What follows belongs to an exercise in optimizing a design on an open flow for a short achievable clock period and few clock cycles; a production flow would make more cautious choices. Only simulation tests tie the RTL to the original design; equivalence was not proved. No activity file was given, so power comes from the tool's default toggle rates.

**run.sh**
```bash
#!/bin/bash
# synth_recipe.tcl (not shown) runs the flow's synth.tcl, then flattens the netlist and writes it again
# the make line also repeats each setting of config.mk as NAME=value (left out here)
make -C /OpenROAD-flow-scripts/flow DESIGN_CONFIG=/design/flow/config.mk WORK_HOME=/design/flow/orfs CLKGATE_MAP_FILE= SYNTH_SCRIPT=/design/flow/synth_recipe.tcl finish
```
**constraint.sdc**
```tcl
create_clock -name core_clock -period 10.0 [get_ports {CLK}]
set_input_delay 2.0000 -clock core_clock [delete_from_list [all_inputs] [get_ports {CLK}]]
set_output_delay 2.0000 -clock core_clock [all_outputs]
set_load 0.01 [all_outputs]
```
**design.v**
```verilog
package cpu_pkg;
  typedef logic [31:0] word_t;
  typedef logic [4:0]  reg_addr_t;
  typedef enum logic [5:0] {
    OP_RTYPE = 6'h00,
    OP_J     = 6'h02,
    OP_BEQ   = 6'h04,
    OP_BNE   = 6'h05,
    OP_ADDIU = 6'h09,
    OP_ORI   = 6'h0d,
    OP_LUI   = 6'h0f,
    OP_LW    = 6'h23,
    OP_SW    = 6'h2b,
    OP_HALT  = 6'h3f
  } opcode_t;
  typedef enum logic [5:0] {
    FN_SLL  = 6'h00,
    FN_ADDU = 6'h21,
    FN_SUBU = 6'h23,
    FN_AND  = 6'h24,
    FN_OR   = 6'h25,
    FN_SLT  = 6'h2a
  } funct_t;
  typedef enum logic [2:0] {
    ALU_ADD,
    ALU_SUB,
    ALU_AND,
    ALU_OR,
    ALU_SLT,
    ALU_SLL,
    ALU_LUI    
  } alu_op_t;
  typedef enum logic [1:0] {
    IMM_SIGN,
    IMM_ZERO,
    IMM_UPPER
  } imm_mode_t;
  typedef enum logic [1:0] {
    BR_NONE,
    BR_EQ,
    BR_NE
  } branch_t;
  typedef enum logic [1:0] {
    FWD_REG,
    FWD_EXMEM,
    FWD_WB
  } fwd_sel_t;
  typedef struct packed {
    word_t       pc4;
    logic [25:0] instr_idx;   
    reg_addr_t   rs;
    reg_addr_t   rt;
    reg_addr_t   dest;
    word_t       rdat1;
    word_t       rdat2;
    word_t       imm;
    alu_op_t     alu_op;
    logic [4:0]  shamt;
    logic        alu_src;
    branch_t     branch;
    logic        jump;
    logic        mem_read;
    logic        mem_write;
    logic        mem_to_reg;
    logic        reg_write;
    logic        halt;
  } idex_t;
  typedef struct packed {
    word_t     alu_result;
    word_t     store_data;
    reg_addr_t dest;
    logic      mem_read;
    logic      mem_write;
    logic      mem_to_reg;
    logic      reg_write;
    logic      halt;
  } exmem_t;
  typedef struct packed {
    word_t     alu_result;
    word_t     load_data;
    reg_addr_t dest;
    logic      mem_to_reg;
    logic      reg_write;
    logic      halt;
  } memwb_t;
endpackage
module datapath #(
  parameter cpu_pkg::word_t PC_INIT = '0
) (
  input  logic  CLK,
  input  logic  nRST,
  output cpu_pkg::word_t imem_addr,
  input  cpu_pkg::word_t imem_load,
  input  logic  ihit,
  output logic  dmem_ren,
  output logic  dmem_wen,
  output cpu_pkg::word_t dmem_addr,
  output cpu_pkg::word_t dmem_store,
  input  cpu_pkg::word_t dmem_load,
  output logic  halt
);
  localparam int NB = 8;    
  localparam int NBW = 3;    
  logic [31:0] pc;
  logic [NB-1:0] btb_v;
  logic [29:0]   btb_tag [0:NB-1];
  logic [29:0]   btb_tgt [0:NB-1];
  logic [NBW-1:0] btb_ptr;
  logic        ifid_v, ifid_bt;
  logic [31:0] ifid_ir, ifid_pc4;
  logic [29:0] ifid_pcw;
  logic        idex_v, idex_we, idex_ld, idex_st, idex_br, idex_beq, idex_pt, idex_halt;
  logic [4:0]  idex_dest, idex_shamt;
  logic [31:0] idex_a, idex_b, idex_sd;
  logic        idex_fa_m, idex_fa_w, idex_fb_m, idex_fb_w, idex_fs_m, idex_fs_w;
  logic        idex_sub, idex_op_add, idex_op_and, idex_op_or, idex_op_slt, idex_op_sll;
  logic [29:0] idex_alt;
  logic        exmem_we, exmem_ld, exmem_st;
  logic [4:0]  exmem_dest;
  logic [31:0] exmem_res, exmem_sd;
  logic        memwb_we;
  logic [4:0]  memwb_dest;
  logic [31:0] memwb_wdat;
  logic [31:0] rf [1:31];
  logic        halt_q;
  logic [31:0]   pc4_f;
  logic [NB-1:0] btb_match;
  logic          btb_hit;
  logic [29:0]   btb_out;
  assign pc4_f     = pc + 32'd4;
  assign imem_addr = pc;
  always_comb begin
    btb_out = '0;
    for (int i = 0; i < NB; i++) begin
      btb_match[i] = btb_v[i] && (btb_tag[i] == pc[31:2]);
      btb_out = btb_out | ({30{btb_match[i]}} & btb_tgt[i]);
    end
    btb_hit = |btb_match;
  end
  logic [5:0]  d_op, d_fn;
  logic [4:0]  d_rs, d_rt, d_rd;
  logic [15:0] d_imm;
  logic        d_r, d_addu, d_subu, d_and, d_or, d_slt, d_sll, d_rok;
  logic        d_addiu, d_ori, d_lui, d_lw, d_sw, d_beq, d_bne, d_j, d_halt;
  logic        d_use_rs, d_use_rt, d_we, d_br, d_taken;
  logic [4:0]  d_dest;
  logic [31:0] d_simm, d_btgt, d_jtgt, d_tgt, d_rs_val, d_rt_val, d_a, d_b;
  logic        load_use, stall, id_redir;
  logic [31:0] id_next;
  assign d_op  = ifid_ir[31:26];
  assign d_fn  = ifid_ir[5:0];
  assign d_rs  = ifid_ir[25:21];
  assign d_rt  = ifid_ir[20:16];
  assign d_rd  = ifid_ir[15:11];
  assign d_imm = ifid_ir[15:0];
  assign d_r     = (d_op == 6'h00);
  assign d_addu  = d_r && (d_fn == 6'h21);
  assign d_subu  = d_r && (d_fn == 6'h23);
  assign d_and   = d_r && (d_fn == 6'h24);
  assign d_or    = d_r && (d_fn == 6'h25);
  assign d_slt   = d_r && (d_fn == 6'h2a);
  assign d_sll   = d_r && (d_fn == 6'h00);
  assign d_rok   = d_addu || d_subu || d_and || d_or || d_slt || d_sll;
  assign d_addiu = (d_op == 6'h09);
  assign d_ori   = (d_op == 6'h0d);
  assign d_lui   = (d_op == 6'h0f);
  assign d_lw    = (d_op == 6'h23);
  assign d_sw    = (d_op == 6'h2b);
  assign d_beq   = (d_op == 6'h04);
  assign d_bne   = (d_op == 6'h05);
  assign d_j     = (d_op == 6'h02);
  assign d_halt  = (d_op == 6'h3f);
  assign d_br    = d_beq || d_bne;
  assign d_use_rs = (d_rok && !d_sll) || d_addiu || d_ori || d_lw || d_sw || d_br;
  assign d_use_rt = d_rok || d_sw || d_br;
  assign d_dest   = d_rok ? d_rd : d_rt;
  assign d_we     = (d_rok || d_addiu || d_ori || d_lui || d_lw) && (d_dest != 5'd0);
  assign d_taken = d_j || (d_beq && ((d_rs == d_rt) || d_imm[15])) ||
                   (d_bne && ((d_rs != d_rt) || d_imm[15]));
  assign d_simm = {{16{d_imm[15]}}, d_imm};
  assign d_btgt = ifid_pc4 + {d_simm[29:0], 2'b00};
  assign d_jtgt = {ifid_pc4[31:28], ifid_ir[25:0], 2'b00};
  assign d_tgt  = d_j ? d_jtgt : d_btgt;
  always_comb begin
    if (d_rs == 5'd0) d_rs_val = '0;
    else if (memwb_we && memwb_dest == d_rs) d_rs_val = memwb_wdat;
    else d_rs_val = rf[d_rs];
    if (d_rt == 5'd0) d_rt_val = '0;
    else if (memwb_we && memwb_dest == d_rt) d_rt_val = memwb_wdat;
    else d_rt_val = rf[d_rt];
  end
  assign d_a = d_lui ? 32'd0 : d_rs_val;
  always_comb begin
    if (d_addiu || d_lw || d_sw) d_b = d_simm;
    else if (d_ori)              d_b = {16'h0000, d_imm};
    else if (d_lui)              d_b = {d_imm, 16'h0000};
    else                         d_b = d_rt_val;
  end
  logic d_fa_m, d_fa_w, d_fb_m, d_fb_w, d_fs_m, d_fs_w, d_bfw;
  logic hit_ex_rs, hit_ex_rt, hit_mem_rs, hit_mem_rt;
  assign hit_ex_rs  = idex_v && idex_we && (idex_dest == d_rs);
  assign hit_ex_rt  = idex_v && idex_we && (idex_dest == d_rt);
  assign hit_mem_rs = exmem_we && (exmem_dest == d_rs);
  assign hit_mem_rt = exmem_we && (exmem_dest == d_rt);
  assign d_bfw  = d_rok || d_br;   
  assign d_fa_m = !d_lui && hit_ex_rs;
  assign d_fa_w = !d_lui && !hit_ex_rs && hit_mem_rs;
  assign d_fb_m = d_bfw && hit_ex_rt;
  assign d_fb_w = d_bfw && !hit_ex_rt && hit_mem_rt;
  assign d_fs_m = hit_ex_rt;
  assign d_fs_w = !hit_ex_rt && hit_mem_rt;
  assign load_use = idex_v && idex_ld && idex_we &&
                    ((d_use_rs && idex_dest == d_rs) || (d_use_rt && idex_dest == d_rt));
  assign stall    = ifid_v && load_use;
  assign id_redir = ifid_v && !stall && (d_taken != ifid_bt);
  assign id_next  = d_taken ? d_tgt : ifid_pc4;
  logic [31:0] ex_a, ex_b, ex_sd, ex_bx, ex_sum, ex_res;
  logic        ex_slt, ex_eq, ex_taken, mis;
  always_comb begin
    if (idex_fa_m)      ex_a = exmem_res;
    else if (idex_fa_w) ex_a = memwb_wdat;
    else                ex_a = idex_a;
    if (idex_fb_m)      ex_b = exmem_res;
    else if (idex_fb_w) ex_b = memwb_wdat;
    else                ex_b = idex_b;
    if (idex_fs_m)      ex_sd = exmem_res;
    else if (idex_fs_w) ex_sd = memwb_wdat;
    else                ex_sd = idex_sd;
  end
  assign ex_bx  = idex_sub ? ~ex_b : ex_b;
  assign ex_sum = ex_a + ex_bx + {31'd0, idex_sub};
  assign ex_slt = (ex_a[31] != ex_b[31]) ? ex_a[31] : ex_sum[31];
  assign ex_res = ({32{idex_op_add}} & ex_sum) |
                  ({32{idex_op_and}} & (ex_a & ex_b)) |
                  ({32{idex_op_or}}  & (ex_a | ex_b)) |
                  ({32{idex_op_slt}} & {31'd0, ex_slt}) |
                  ({32{idex_op_sll}} & (ex_b << idex_shamt));
  assign ex_eq    = (ex_a == ex_b);
  assign ex_taken = idex_beq ? ex_eq : !ex_eq;
  assign mis      = idex_v && idex_br && (ex_taken != idex_pt);
  assign dmem_addr  = exmem_res;
  assign dmem_store = exmem_sd;
  assign dmem_ren   = exmem_ld;
  assign dmem_wen   = exmem_st;
  logic halt_now;
  assign halt_now = (idex_v && idex_halt) ||
                    (ifid_v && d_halt && !(idex_v && (idex_br || idex_st)));
  assign halt = halt_q || halt_now;
  always_ff @(posedge CLK, negedge nRST) begin
    if (!nRST) begin
      pc       <= PC_INIT;
      btb_v    <= '0;
      btb_ptr  <= '0;
      ifid_v   <= 1'b0;
      idex_v   <= 1'b0;
      exmem_we <= 1'b0;
      exmem_ld <= 1'b0;
      exmem_st <= 1'b0;
      memwb_we <= 1'b0;
      halt_q   <= 1'b0;
    end else begin
      if (mis)                pc <= {idex_alt, 2'b00};
      else if (id_redir)      pc <= id_next;
      else if (ihit && !stall) pc <= btb_hit ? {btb_out, 2'b00} : pc4_f;
      if (ifid_v && d_taken && !ifid_bt && !stall) begin
        btb_v[btb_ptr] <= 1'b1;
        btb_ptr        <= btb_ptr + 1'b1;
      end
      if (mis || id_redir) ifid_v <= 1'b0;
      else if (!stall)     ifid_v <= ihit;
      idex_v <= ifid_v && !stall && !mis;
      exmem_we <= idex_v && idex_we;
      exmem_ld <= idex_v && idex_ld;
      exmem_st <= idex_v && idex_st && !halt_q;
      memwb_we <= exmem_we;
      if (halt_now) halt_q <= 1'b1;
    end
  end
  always_ff @(posedge CLK) begin
    if (ifid_v && d_taken && !ifid_bt && !stall) begin
      btb_tag[btb_ptr] <= ifid_pcw;
      btb_tgt[btb_ptr] <= d_tgt[31:2];
    end
    if (!stall) begin
      ifid_ir  <= imem_load;
      ifid_pc4 <= pc4_f;
      ifid_pcw <= pc[31:2];
      ifid_bt  <= btb_hit;
    end
    idex_we     <= d_we;
    idex_ld     <= d_lw;
    idex_st     <= d_sw;
    idex_br     <= d_br;
    idex_beq    <= d_beq;
    idex_pt     <= d_taken;
    idex_halt   <= d_halt;
    idex_dest   <= d_dest;
    idex_shamt  <= ifid_ir[10:6];
    idex_a      <= d_a;
    idex_b      <= d_b;
    idex_sd     <= d_rt_val;
    idex_fa_m   <= d_fa_m;
    idex_fa_w   <= d_fa_w;
    idex_fb_m   <= d_fb_m;
    idex_fb_w   <= d_fb_w;
    idex_fs_m   <= d_fs_m;
    idex_fs_w   <= d_fs_w;
    idex_sub    <= d_subu || d_slt;
    idex_op_add <= d_addu || d_subu || d_addiu || d_lw || d_sw;
    idex_op_and <= d_and;
    idex_op_or  <= d_or || d_ori || d_lui;
    idex_op_slt <= d_slt;
    idex_op_sll <= d_sll;
    idex_alt    <= d_taken ? ifid_pc4[31:2] : d_btgt[31:2];
    exmem_dest <= idex_dest;
    exmem_res  <= ex_res;
    exmem_sd   <= ex_sd;
    memwb_dest <= exmem_dest;
    memwb_wdat <= exmem_ld ? dmem_load : exmem_res;
    if (memwb_we) rf[memwb_dest] <= memwb_wdat;
  end
endmodule
```
**config.mk**
```make
export PLATFORM = sky130hd
export DESIGN_NAME = datapath
export DESIGN_NICKNAME = datapath
export VERILOG_FILES = /design/flow/design.v
export SDC_FILE = /design/flow/constraint.sdc
export NUM_CORES = 4
export LEC_CHECK = 0
export CAP_MARGIN = 20
export CORE_MARGIN = 2
export CORE_UTILIZATION = 40
export SETUP_SLACK_MARGIN = 5
export SLEW_MARGIN = 20
```
==> flow_summary.yaml, run 1 <==
placement:
  io_buffers: 165
  post-dp-hpwl_um: 177000
  placed_cells: 8572
  gp_congestion: 0.980
drt:
  drc: 0
  vias: 56200
  wl_per_cell_um: 33.0
  top_layer: "met4"
  routed_wl_um: 295000
  wl_met1_um: 120000
  first_pass_iters: 8
  wl_met2_um: 134000
  viasPerCell: 6.29
  drt_iter0_markers: 7969
  met3_length_um: 30700
  ant_nets: 0
sta:
  tns_ns: 0
  finClkSkew_ns: 0.0364
  fin_crit_ns: 4.91
  setup_viol: 0
  final_max_slew_viol_count: 0
  final.period_utilization: 0.491
  worst_pin_slew_ns: 1.18
  rsz0062_at_grt: "no"
  hold_viol: 0
  slew_headroom: 0.212
  max_freq_mhz: 204
clock_tree:
  hold_buffers: 0
  cts_buffer_depth: 3
  cts.clk_slew.worst_paths_ns: 0.06
  clk_latency_ns: 0.85
  cts.sinks: 1883
  cts_tree: "built"
  cts_root_buf: "clkbuf_16"
  cts_inserted_buffers: 188
  cts-htree-levels: 4
floorplanning:
  die_area_mm2: 0.223
  die_h_um: 472
  die_x_um: 472
  boundaryPins: 166
  rows: 171
  core-area_mm2: 0.218
  initial_core_util: 0.403
yosys:
  syn_avg_cell_area_um2: 15.1
  synthCells: 5803
  ys_seq_elements: 1883
  netlist.area_leader.share: 0.536
  async_flop_share: 0.0266
  synth_nets: 6001
  synth_most_common_cell: "edfxtp_1"
  netlist_top_cells_count: "1567 x edfxtp_1, 488 x mux4_2, 321 x mux2i_1"
  synth_edf_count: 1567
  synthFlopType: "edfxtp_1"
  synth.cell_area_mm2: 0.0878
  yosys.area.top_type: "edfxtp_1"
  synthDistinctLibCells: 105
  synth_warnings: 1
  yosysSeqAreaShare: 0.611
  ys_top_cells_by_area: "edfxtp_1 54%, mux4_2 13%, dfxtp_1 6.1%"
worst_hold_path:
  min_path_type: "flop to flop"
  hp-start: "exmem_dest[3]$_DFF_P_"
  whs_path_depth: 0
  holdPathEnd: "memwb_dest[3]$_DFF_P_"
global_route:
  grt_util_all_layers: 0.259
  grt_pass1_wl_um: 413000
  first_global_vias: 54600
  grt_overflow: 0
  grt_max_degree: 130
  antenna_found_initial: 9
setup_path:
  rrSetupSlack_ns: 5.17
  cp.required_ns: 8.00
  max_stage_delay_ns: 0.64
  cp.arrival_ns: 2.91
  end_kind: "output port"
  worstReg2RegStart: "ifid_ir[22]$_DFFE_PN_"
  rr_worst_depth: 10
  crit_buf_inv: 1
  crit_type: "flop to output port"
  cpLargestDelayFamily: "buffers and inverters"
  critical_path.cell_chain: "nand4_1 -> o31ai_2 -> clkdlybuf4s50_1"
  r2r_end: "idex_a[28]$_SDFF_PP0_"
  cp-start-kind: "flop"
  critical_path.slowest_cell: "clkdlybuf4s50_1"
  cp_max_fo: 11
  startpoint: "ifid_ir[31]$_DFFE_PN_"
power:
  p_int_mw: 14.4
  p_leak_nw: 33.3
  power_density_mw_per_mm2: 200
  swShare: 0.278
  ir_worst_vdd_mv: 0.190
  clock_power_share: 0.358
  seqPwrFrac: 0.481
  p_switching_mw: 5.53
  power_frac_comb: 0.161
layout:
  final.fill_count: 18700
  area_growth_pct: 13.1
  num-nets-final: 6111
  final_layout_size_suffix_gt1_frac: 0.195
  fin_cells: 8936
  fin_util: 0.457
job:
  max-cap-violations: 0
run_status:
  status: "timing/DRC/antenna clean"
-- layout make-up --
type	count	area [um2]	area share
inverter	96	365	0.00368
multi-input combinational	3410	32500	0.327
sequential	1883	53700	0.540
timing repair buffer	334	3080	0.0310
tap	2854	3570	0.0359
antenna	7	17.5	0.000176
clock buffer	240	5110	0.0514
clock inverter	112	1050	0.0106
-- cells in the final DEF, fill, tap and decap left out, types with 18 or more instances in the layout --
cell                n
clkbuf_16         194
xnor2_1           307
dfxtp_1           233
ha_1              129
a21oi_1           241
mux4_2            488
clkdlybuf4s50_1   164
buf_4             150
dfrtp_1            49
inv_1              93
nor4_1             26
nand4_1            72
nor2_1            249
a211oi_1          102
a21o_1             47
nand2_1           293
o21ai_0           192
o211ai_1           20
a22oi_1            32
nor3_1             68
a222oi_1           58
a22o_1             19
mux2_2            118
edfxtp_1         1567
clkbuf_1           38
nor2_4             38
nand3_1            68
clkinv_2           36
o21a_1             52
mux2i_1           320
nand2b_1           19
and3_1             18
xor2_1             83
a221oi_1           61
nor2b_1            21
o221ai_1           39
clkinv_1           36
dfxtp_2            28
-- metrics by stage --
| stage | setup WS, ns | area [um2] | hold WS [ns] | power [mW] |
|---|---|---|---|---|
| final | 5.09 | 99300 | 0.393 | 19.9 |
| after detailed placement | 4.40 | 93000 | 0.387 | 12.9 |
| after global placement | 4.30 | 93000 | 0.384 | 12.8 |
| after CTS | 5.00 | 99200 | 0.396 | 19.9 |
| after floorplan | 4.86 | 87800 | 0.373 | 11.6 |
| after global routing | 5.00 | 99300 | 0.405 | 20.5 |
-- routing by layer --
layer	up-vias	global-route usage
met2	3226	0.401
met1	29300	0.363
li1	23200	-
met3	473	0.0600
met4	0	0.0822
met5	-	0
-- worst max path at each step --
stage	endpoint	slack (ns)	cells after the start
floorplan	btb_tag[2][0]$_DFFE_PP_	4.86	9
global placement	pc[16]$_DFFE_PN0P_	4.30	14
detailed placement	pc[16]$_DFFE_PN0P_	4.40	16
CTS	pc[4]$_DFFE_PN0P_	5.00	15
global route	idex_a[10]$_SDFF_PP0_	5.00	10
finish	halt	5.09	3
-- power by group through the flow --
stage / registers (mW) / logic [mW] / clock network, mW
final: 9.57 / 3.20 / 7.13
after global routing: 9.60 / 3.44 / 7.50
after CTS: 9.56 / 3.16 / 7.20
after detailed placement: 9.73 / 3.14 / 0
after global placement: 9.72 / 3.10 / 0
after floorplan: 9.49 / 2.06 / 0
-- what timing repair did --
item | 4_1_cts | 5_1_grt
setup endpoints to repair | 79 | 272
cloned | 1 | 0
gates resized for setup | 14 | 9
buffers inserted | 0 | 4
pin swaps | 1 | 1
-- flip-flops by register name (all words and copies together), names as in the netlist, 8 cells and up, named ones only --
register / cells
rf: 992
idex_alt: 30
btb_tag: 240
btb_tgt: 240
idex_a: 32
exmem_res: 32
ifid_ir: 32
ifid_pc4: 32
memwb_wdat: 32
pc: 32
exmem_sd: 32
idex_sd: 32
btb_v: 8
ifid_pcw: 30
idex_b: 32
-- cells by family after synthesis --
| kind of cell | count (synthesis) | share of synthesized area |
|---|---|---|
| xor gates and xnor gates | 391 | 0.0391 |
| buffers and inverters | 511 | 0.0245 |
| DFF | 1883 | 0.611 |
| muxes | 930 | 0.177 |
| adders and majority gates | 131 | 0.0188 |
| AOI/OAI and AO/OA | 995 | 0.0772 |
| and+or+nand+nor | 962 | 0.0522 |
Testbench counts, summed over its fixed seeds: cycles 21,812.
==> run 2, diff against run 1 <==
--- a/design.v
+++ b/design.v
@@ -110,5 +110,5 @@
   logic [31:0] ifid_ir, ifid_pc4;
   logic [29:0] ifid_pcw;
-  logic        idex_v, idex_we, idex_ld, idex_st, idex_br, idex_beq, idex_pt, idex_halt;
+  logic        idex_v, idex_we, idex_ld, idex_st, idex_br, idex_beq, idex_pt;
   logic [4:0]  idex_dest, idex_shamt;
   logic [31:0] idex_a, idex_b, idex_sd;
@@ -243,8 +243,10 @@
   assign dmem_ren   = exmem_ld;
   assign dmem_wen   = exmem_st;
-  logic halt_now;
-  assign halt_now = (idex_v && idex_halt) ||
-                    (ifid_v && d_halt && !(idex_v && (idex_br || idex_st)));
-  assign halt = halt_q || halt_now;
+  logic halt_set;
+  assign halt_set = !mis && !stall &&
+                    ((ifid_v && d_halt) ||
+                     (!id_redir && ihit && imem_load[31:26] == 6'h3f &&
+                      !(ifid_v && (d_br || d_sw))));
+  assign halt = halt_q;
   always_ff @(posedge CLK, negedge nRST) begin
     if (!nRST) begin
@@ -274,5 +276,5 @@
       exmem_st <= idex_v && idex_st && !halt_q;
       memwb_we <= exmem_we;
-      if (halt_now) halt_q <= 1'b1;
+      if (halt_set) halt_q <= 1'b1;
     end
   end
@@ -294,5 +296,4 @@
     idex_beq    <= d_beq;
     idex_pt     <= d_taken;
-    idex_halt   <= d_halt;
     idex_dest   <= d_dest;
     idex_shamt  <= ifid_ir[10:6];
==> flow/run.sh (new file) <==
#!/bin/bash
set -euo pipefail
bash standard.sh SETUP_SLACK_MARGIN=6.8 finish > standard.log 2>&1
==> standard.sh (new file) <==
#!/bin/bash
# synth_recipe.tcl (not shown) runs the flow's synth.tcl, then flattens the netlist and writes it again
# the make line also repeats each setting of config.mk as NAME=value (left out here)
make -C /OpenROAD-flow-scripts/flow DESIGN_CONFIG=/design/flow/config.mk WORK_HOME=/design/flow/orfs CLKGATE_MAP_FILE= SYNTH_SCRIPT=/design/flow/synth_recipe.tcl "${@:-finish}"
--- a/config.mk
+++ b/config.mk
@@ -9,4 +9,3 @@
 export CORE_MARGIN = 2
 export CORE_UTILIZATION = 40
-export SETUP_SLACK_MARGIN = 5
 export SLEW_MARGIN = 20
removed: run.sh
==> flow_summary.yaml, run 2 <==
drt:
  wl_met1_um: 126000
  wl_met2_um: 151000
  top_layer: "met5"
  routed_wl_um: 338000
  first_pass_iters: 9
  viasPerCell: 6.43
  drt_iter0_markers: 9783
  met3_length_um: 43700
  wl_per_cell_um: 35.5
  vias: 61200
  drc: 0
  ant_nets: 0
yosys:
  netlist_top_cells_count: "1567 x edfxtp_1, 489 x mux4_2, 324 x mux2i_1"
  yosysSeqAreaShare: 0.611
  synth.cell_area_mm2: 0.0878
  syn_avg_cell_area_um2: 15.1
  synthFlopType: "edfxtp_1"
  synthDistinctLibCells: 87
  yosys.area.top_type: "edfxtp_1"
  ys_top_cells_by_area: "edfxtp_1 54%, mux4_2 13%, dfxtp_1 6.0%"
  ys_seq_elements: 1882
  synth_nets: 6021
  async_flop_share: 0.0266
  synth_warnings: 1
  netlist.area_leader.share: 0.536
  synth_most_common_cell: "edfxtp_1"
  synthCells: 5823
  synth_edf_count: 1567
layout:
  final_common_cell: "edfxtp_1"
  top_regs: "rf x992, btb_tag x240, btb_tgt x240"
  top_register: "rf"
  final.fill_count: 17800
  final_cell_mix: "1567 x edfxtp_1, 489 x mux4_2, 433 x buf_4"
  fin_util: 0.501
  area_growth_pct: 24.3
  num-nets-final: 6689
  largest_reg_flops: 992
  final_layout_size_suffix_gt1_frac: 0.328
floorplanning:
  initial_core_util: 0.403
  rows: 171
  boundaryPins: 166
  core-area_mm2: 0.218
  die_area_mm2: 0.223
  die_h_um: 472
  die_x_um: 472
clock_tree:
  cts-htree-levels: 4
  cts_root_buf: "clkbuf_16"
  clk_latency_ns: 0.86
  cts.clk_slew.worst_paths_ns: 0.07
  cts_buffer_depth: 3
  cts_inserted_buffers: 186
  hold_buffers: 0
  cts.sinks: 1882
  cts_tree: "built"
sta:
  final.period_utilization: 0.396
  hold_viol: 0
  final_max_slew_viol_count: 0
  finClkSkew_ns: 0.0359
  tns_ns: 0
  worst_pin_slew_ns: 1.02
  fin_crit_ns: 3.96
  slew_headroom: 0.318
  setup_viol: 0
  rsz0062_at_grt: "yes"
  max_freq_mhz: 253
setup_path:
  cp-start-kind: "flop"
  crit_type: "flop to flop"
  cp_max_fo: 8
  end_kind: "flop"
  max_stage_delay_ns: 0.42
  critical_path.slowest_cell: "dfxtp_4"
  cp.required_ns: 10.70
  cp.arrival_ns: 4.66
  critical_path.cell_chain: "buf_12 -> buf_16 -> mux2_4 -> mux2i_4 -> buf_6 -> buf_6 -> ha_4 -> nor4_4 -> nand4_1 -> buf_6 -> or3_4 -> a21oi_4 -> buf_12 -> nor2_4 -> buf_12 -> buf_8 -> a221oi_2 -> a21oi_2"
power:
  p_leak_nw: 37.9
  ir_worst_vdd_mv: 0.140
  total_power_mw: 21.1
  power_density_mw_per_mm2: 194
global_route:
  grt_overflow: 0
  first_global_vias: 57700
  grt_util_all_layers: 0.283
  grt_pass1_wl_um: 448000
  antenna_found_initial: 17
  grt_max_degree: 69
run_status:
  status: "timing/DRC/antenna clean"
job:
  max-cap-violations: 0
placement:
  post-dp-hpwl_um: 176000
  gp_congestion: 0.952
  io_buffers: 165
worst_hold_path:
  min_path_type: "flop to flop"
run 2: kinds of logic (layout without fill, tap and decap cells):
logic type,count (synthesis),after routing,synth area share
multiplexers,950,950,0.180
AND/OR/NAND/NOR,966,974,0.0519
buffers and inverters,540,1359,0.0247
XOR/XNOR,376,376,0.0375
AO/OA/AOI/OAI,978,978,0.0763
flip-flops,1882,1882,0.611
adder cells (fa/ha/maj),131,131,0.0188
other,0,15,0
run 2: what timing repair did:
| item | 4_1_cts | 5_1_grt |
|---|---|---|
| pin swaps | 95 | 135 |
| setup buffers | 330 | 134 |
| resized for setup | 1023 | 340 |
| endpoints found under the setup margin | 1014 | 945 |
| gates cloned | 39 | 51 |
run 2: path summary, 6_finish.rpt:
kind,startpoint,endpoint,slack [ns],cells past startpoint
setup reg to reg,idex_fb_w$_DFF_P_,pc[26]$_DFFE_PN0P_,6.04,18
max in group asynchronous,nRST,pc[18]$_DFFE_PN0P_,8.01,2
hold / removal,exmem_dest[3]$_DFF_P_,memwb_dest[3]$_DFF_P_,0.40,0
hold reg to reg,exmem_dest[3]$_DFF_P_,memwb_dest[3]$_DFF_P_,0.40,0
setup / recovery,idex_fb_w$_DFF_P_,pc[26]$_DFFE_PN0P_,6.04,18
min in group asynchronous,nRST,pc[0]$_DFFE_PN0P_,1.33,2
run 2: cell type report:
| type | instances | area [um2] | share of cell area |
|---|---|---|---|
| Multi-Input combinational cell | 3409 | 34800 | 0.319 |
| Tap cell | 2854 | 3570 | 0.0327 |
| Antenna cell | 15 | 37.5 | 0.000344 |
| Clock buffer | 261 | 5210 | 0.0478 |
| Clock inverter | 86 | 767 | 0.00703 |
| Inverter | 138 | 522 | 0.00478 |
| Timing Repair Buffer | 874 | 10300 | 0.0948 |
| Sequential cell | 1882 | 53900 | 0.494 |
run 2: power breakdown:
part,switching (mW),leakage (nW),internal (mW),total (mW)
Sequential,0.457,17.4,9.13,9.59
Clock,3.12,2.91,3.84,6.96
Combinational,2.66,17.6,1.94,4.60
run 2: critical path: cells and delay by family, from the launching register on:
family,cells,cell delay [ns]
flip-flops,1,0.42
AO/OA/AOI/OAI,3,0.61
AND/OR/NAND/NOR,4,0.90
buffers and inverters,8,1.11
adder cells (fa/ha/maj),1,0.20
multiplexers,2,0.54
run 2: stage by stage:
stage	hold slack [ns]	setup slack [ns]	std cells	cell area [um2]
finish	0.398	6.04	9519	109000
CTS	0.398	6.17	9319	105000
floorplan	0.373	6.09	5823	88300
global placement	0.385	4.64	8603	93400
detailed placement	0.387	4.59	8603	93400
global route	0.412	6.01	9515	109000
run 2: layer usage:
metal	vias to the layer above	global-route usage
met3	862	0.0670
met2	4438	0.438
met1	31500	0.387
met4	6	0.112
li1	24400	-
met5	-	0
Testbench counts of run 2, summed over its fixed seeds: cycles 21,812.

what the ideal ports hide:
The results above use ideal ports. As a check the final layouts listed here were re-extracted and re-timed, cells and wires unchanged.
Step 1 (the two cells are an assumption about what drives the block):
set clk [get_ports {CLK}]
set_driving_cell -lib_cell sky130_fd_sc_hd__clkbuf_16 $clk
set_driving_cell -lib_cell sky130_fd_sc_hd__buf_2 [delete_from_list [all_inputs] $clk]
Step 2 also shifts input and output timing later by t, the mid clock arrival at the registers, as if the neighbouring blocks saw the same clock.
Slacks: ideal / step 1 / step 2; pairs: ideal / step 1.
run	shift t [ns]	setup WS [ns]	hold slack, ns	clock arrival spread, ns	worst data-port slew with drivers (ns)
run 1	0.923	5.090 / 5.001 / 5.174	0.393 / 0.393 / 0.393	0.038 / 0.038	0.06
run 2	0.928	6.044 / 6.044 / 5.704	0.398 / 0.398 / 0.398	0.041 / 0.041	0.07
After both steps every run listed still meets setup and hold. The setup slack of run 2, which loses most, moves by 0.000 ns with the drivers and by -0.340 ns with both steps.
